This design comes from an exercise in tuning for small area on the open sky130 flow, not from production work.
In this exercise RTL edits were held to simulation tests only and were not proved equivalent to the original.
The clock port is modelled as an ideal driver; clocking choices that lean on that would not hold on a real chip.
Power figures rest on the tool's default switching activity, not on a simulated workload.

==> v2 <==
// top_level
module top_level
#(
  parameter int unsigned DATA_ADDRS   = 2,
  parameter int unsigned WORD_BYTES   = 128,
  parameter int unsigned CLKS_PER_BIT = comms_pkg::CLKS_PER_BIT_DEFAULT
) (
  input  logic clk_100mhz,
  input  logic sys_rst,
  input  logic uart_rxd,
  output logic uart_txd
);
==> flow/config.mk <==
export PLATFORM = sky130hd
export DESIGN_NAME = top_level
export DESIGN_NICKNAME = top_level
export VERILOG_FILES = /design/flow/design.v
export SDC_FILE = /design/flow/constraint.sdc
export NUM_CORES = 4
export LEC_CHECK = 0
export CAP_MARGIN = 20
export CORE_MARGIN = 2
export CORE_UTILIZATION = 70
export PLACE_DENSITY = 0.8
export SLEW_MARGIN = 20
==> flow/constraint.sdc <==
create_clock -name core_clock -period 10.0 [get_ports {clk_100mhz}]
set_input_delay 2.0000 -clock core_clock [delete_from_list [all_inputs] [get_ports {clk_100mhz}]]
set_output_delay 2.0000 -clock core_clock [all_outputs]
set_load 0.01 [all_outputs]
standard.sh (not shown) runs the stock make flow with config.mk's settings and CLKGATE_MAP_FILE= SYNTH_SCRIPT=/design/flow/synth_recipe.tcl, a recipe that flattens the netlist after the stock synthesis.
==> flow/flow/run.sh <==
#!/bin/bash
# Standard layout, with clock tree synthesis options of our own.
export CTS_ARGS="-sink_clustering_enable -repair_clock_nets -buf_list sky130_fd_sc_hd__clkbuf_8 -root_buf sky130_fd_sc_hd__clkbuf_16 -sink_clustering_size 18 -sink_clustering_max_diameter 90 -dont_use_dummy_load"
bash standard.sh > flow_standard.log 2>&1
==> v32 (differences from v2) <==
==> flow/flow/run.sh (replaced) <==
#!/bin/bash
# Standard layout, with clock tree synthesis options of our own and a post-CTS step that
# upsizes the clock buffers whose flip-flop pins would see too slow a clock edge.
export CTS_ARGS="-sink_clustering_enable -repair_clock_nets -buf_list sky130_fd_sc_hd__clkbuf_8 -root_buf sky130_fd_sc_hd__clkbuf_16 -sink_clustering_size 21 -sink_clustering_max_diameter 50 -dont_use_dummy_load"
export POST_CTS_TCL="$PWD/flow/fix_clk.tcl"
export FIX_CLK_SLEW=0.112
bash standard.sh > flow_standard.log 2>&1
==> flow/flow/fix_clk.tcl (new file) <==
# After clock tree synthesis: upsize each clock buffer whose flip-flop clock pins would see a
# slew above FIX_CLK_SLEW (ns, placement-estimated parasitics) to the strongest clock buffer,
# then legalize the placement again.
set fix_limit $::env(FIX_CLK_SLEW)
set fix_big sky130_fd_sc_hd__clkbuf_16
for {set pass 0} {$pass < 2} {incr pass} {
  estimate_parasitics -placement
  set fix_n 0
  foreach b [get_cells -filter "ref_name =~ sky130_fd_sc_hd__clkbuf_*"] {
    if {[get_property $b ref_name] == $fix_big} { continue }
    set y [get_pins -of_objects $b -filter "direction == output"]
    set mx 0
    foreach p [get_pins -of_objects [get_nets -of_objects $y] -filter "direction == input"] {
      if {![string match */CLK [get_full_name $p]]} { continue }
      set s [get_property $p slew_max]
      if {$s > $mx} { set mx $s }
    }
    if {$mx > $fix_limit} {
      puts "fix_clk: [get_full_name $b] slew $mx -> $fix_big"
      replace_cell $b $fix_big
      incr fix_n
    }
  }
  puts "fix_clk: pass $pass upsized $fix_n"
  if {$fix_n == 0} { break }
  detailed_placement
}
check_placement -verbose
estimate_parasitics -placement
==> v20 (differences from v2) <==
--- a/flow/design.v
+++ b/flow/design.v
@@ -3,11 +3,11 @@
   localparam logic [7:0] OP_READ      = 8'h04;
   localparam int unsigned CLKS_PER_BIT_DEFAULT = 25;
   typedef enum logic [2:0] {
-    StIdle,
-    StHdr1,
-    StHdr2,
-    StWrite,
-    StRead
+    StIdle  = 3'd0,
+    StHdr1  = 3'd6,
+    StHdr2  = 3'd1,
+    StWrite = 3'd5,
+    StRead  = 3'd4
   } ctrl_state_e;
   typedef enum logic [1:0] {
     TxStart,
==> flow/flow/run.sh (replaced) <==
#!/bin/bash
# Standard layout, with clock tree synthesis options of our own.
export CTS_ARGS="-sink_clustering_enable -repair_clock_nets -buf_list {sky130_fd_sc_hd__clkbuf_4 sky130_fd_sc_hd__clkbuf_8} -sink_clustering_buffer sky130_fd_sc_hd__clkbuf_8 -tree_buf sky130_fd_sc_hd__clkbuf_4 -root_buf sky130_fd_sc_hd__clkbuf_16 -sink_clustering_size 19 -sink_clustering_max_diameter 60 -dont_use_dummy_load"
bash standard.sh > flow_standard.log 2>&1
==> v26 (differences from v2) <==
==> flow/flow/run.sh (replaced) <==
#!/bin/bash
# Standard layout, with clock tree synthesis options of our own.
export CTS_ARGS="-sink_clustering_enable -repair_clock_nets -buf_list sky130_fd_sc_hd__clkbuf_8 -root_buf sky130_fd_sc_hd__clkbuf_16 -sink_clustering_size 18 -sink_clustering_max_diameter 45 -dont_use_dummy_load"
bash standard.sh > flow_standard.log 2>&1
- PLACE_DENSITY: 0.8 -> 0.85
==> run notes <==
Run status: v26 no timing/DRC/antenna violations; v2 no timing/DRC/antenna violations; v20 no timing/DRC/antenna violations; v32 no timing/DRC/antenna violations
Utilization of the core after routing: v26 0.752; v2 0.751; v20 0.748; v32 0.761
Relative max-transition margin: v26 0.347; v2 0.450; v20 0.432; v32 0.408
Routed length on met1: v26 25,500 um; v2 26,100 um; v20 24,900 um; v32 30,600 um
Highest ir drop seen on vdd: v26 0.171 mV; v2 0.199 mV; v20 0.174 mV; v32 0.250 mV
Fraction of layout cells with a size suffix above 1: v26 0.0704; v2 0.0685; v20 0.0659; v32 0.0625
Die ar.: v26 65,200 um^2; v2 65,200 um^2; v20 65,100 um^2; v32 65,200 um^2
Setup slack of the worst register-to-register path: v26 7.62 ns; v2 7.73 ns; v20 7.69 ns; v32 7.59 ns
Antenna Cells: v26 0; v2 1; v20 3; v32 2
Share of total power in combinational logic: v26 0.007; v2 0.008; v20 0.012; v32 0.009
Post-synth net total: v26 2,366; v2 2,366; v20 2,364; v32 2,366
Min-Delay Startpoint: v26 ring_q[0][100]$_DFF_P_; v2 ring_q[1][66]$_DFF_P_; v20 ring_q[5][4]$_DFF_P_; v32 ring_q[10][36]$_DFF_P_
Cell area reported after detailed placement: v26 45,300 um^2; v2 45,300 um^2; v20 45,200 um^2; v32 45,300 um^2
Initial detailed-routing violation count: v26 716; v2 662; v20 662; v32 915
Sequential Power: v26 8.45 mW; v2 8.45 mW; v20 8.49 mW; v32 8.46 mW
End of the worst register-to-register path: v26 tx_pos_q[3]$_DFFE_PP_; v2 tx_pos_q[0]$_DFFE_PP_; v20 idx_q[0]$_DFF_P_; v32 tx_pos_q[3]$_DFFE_PP_
Clock Latency Late Sink: v26 0.67 ns; v2 0.66 ns; v20 0.75 ns; v32 0.67 ns
Highest clock frequency the design can meet: v26 276 MHz; v2 266 MHz; v20 274 MHz; v32 272 MHz
Top Layer Used: v26 met5; v2 met4; v20 met4; v32 met4

[static timing again, ports no longer ideal]
In the flow no input, the clock included, has a driving cell. The finished layouts below were timed again as built, in two steps. Step 1: set_driving_cell puts a clkbuf_16 on clk_100mhz and a buf_2 on each other input, an assumption about the parent block. Step 2, shift: input delay + t, output delay - t, t = (earliest + latest rising clock arrival at the registers) / 2. This alone moves slack from input paths to output paths. Slacks: no drivers / after step 1 / after step 2; pairs: no drivers / after step 1.
run	shift t [ns]	slack for setup (ns)	latest minus earliest clock arrival (ns)	pins driven straight from the clock port
v2	0.701	6.246 / 6.184 / 6.885	0.072 / 0.072	1
v32	0.707	6.318 / 6.252 / 6.959	0.120 / 0.120	1
v20	0.729	6.345 / 6.285 / 7.014	0.156 / 0.156	1
v26	0.695	6.374 / 6.311 / 6.812	0.112 / 0.111	1
After both steps setup and hold are still met in every run listed. Setup slack includes reset recovery checks.
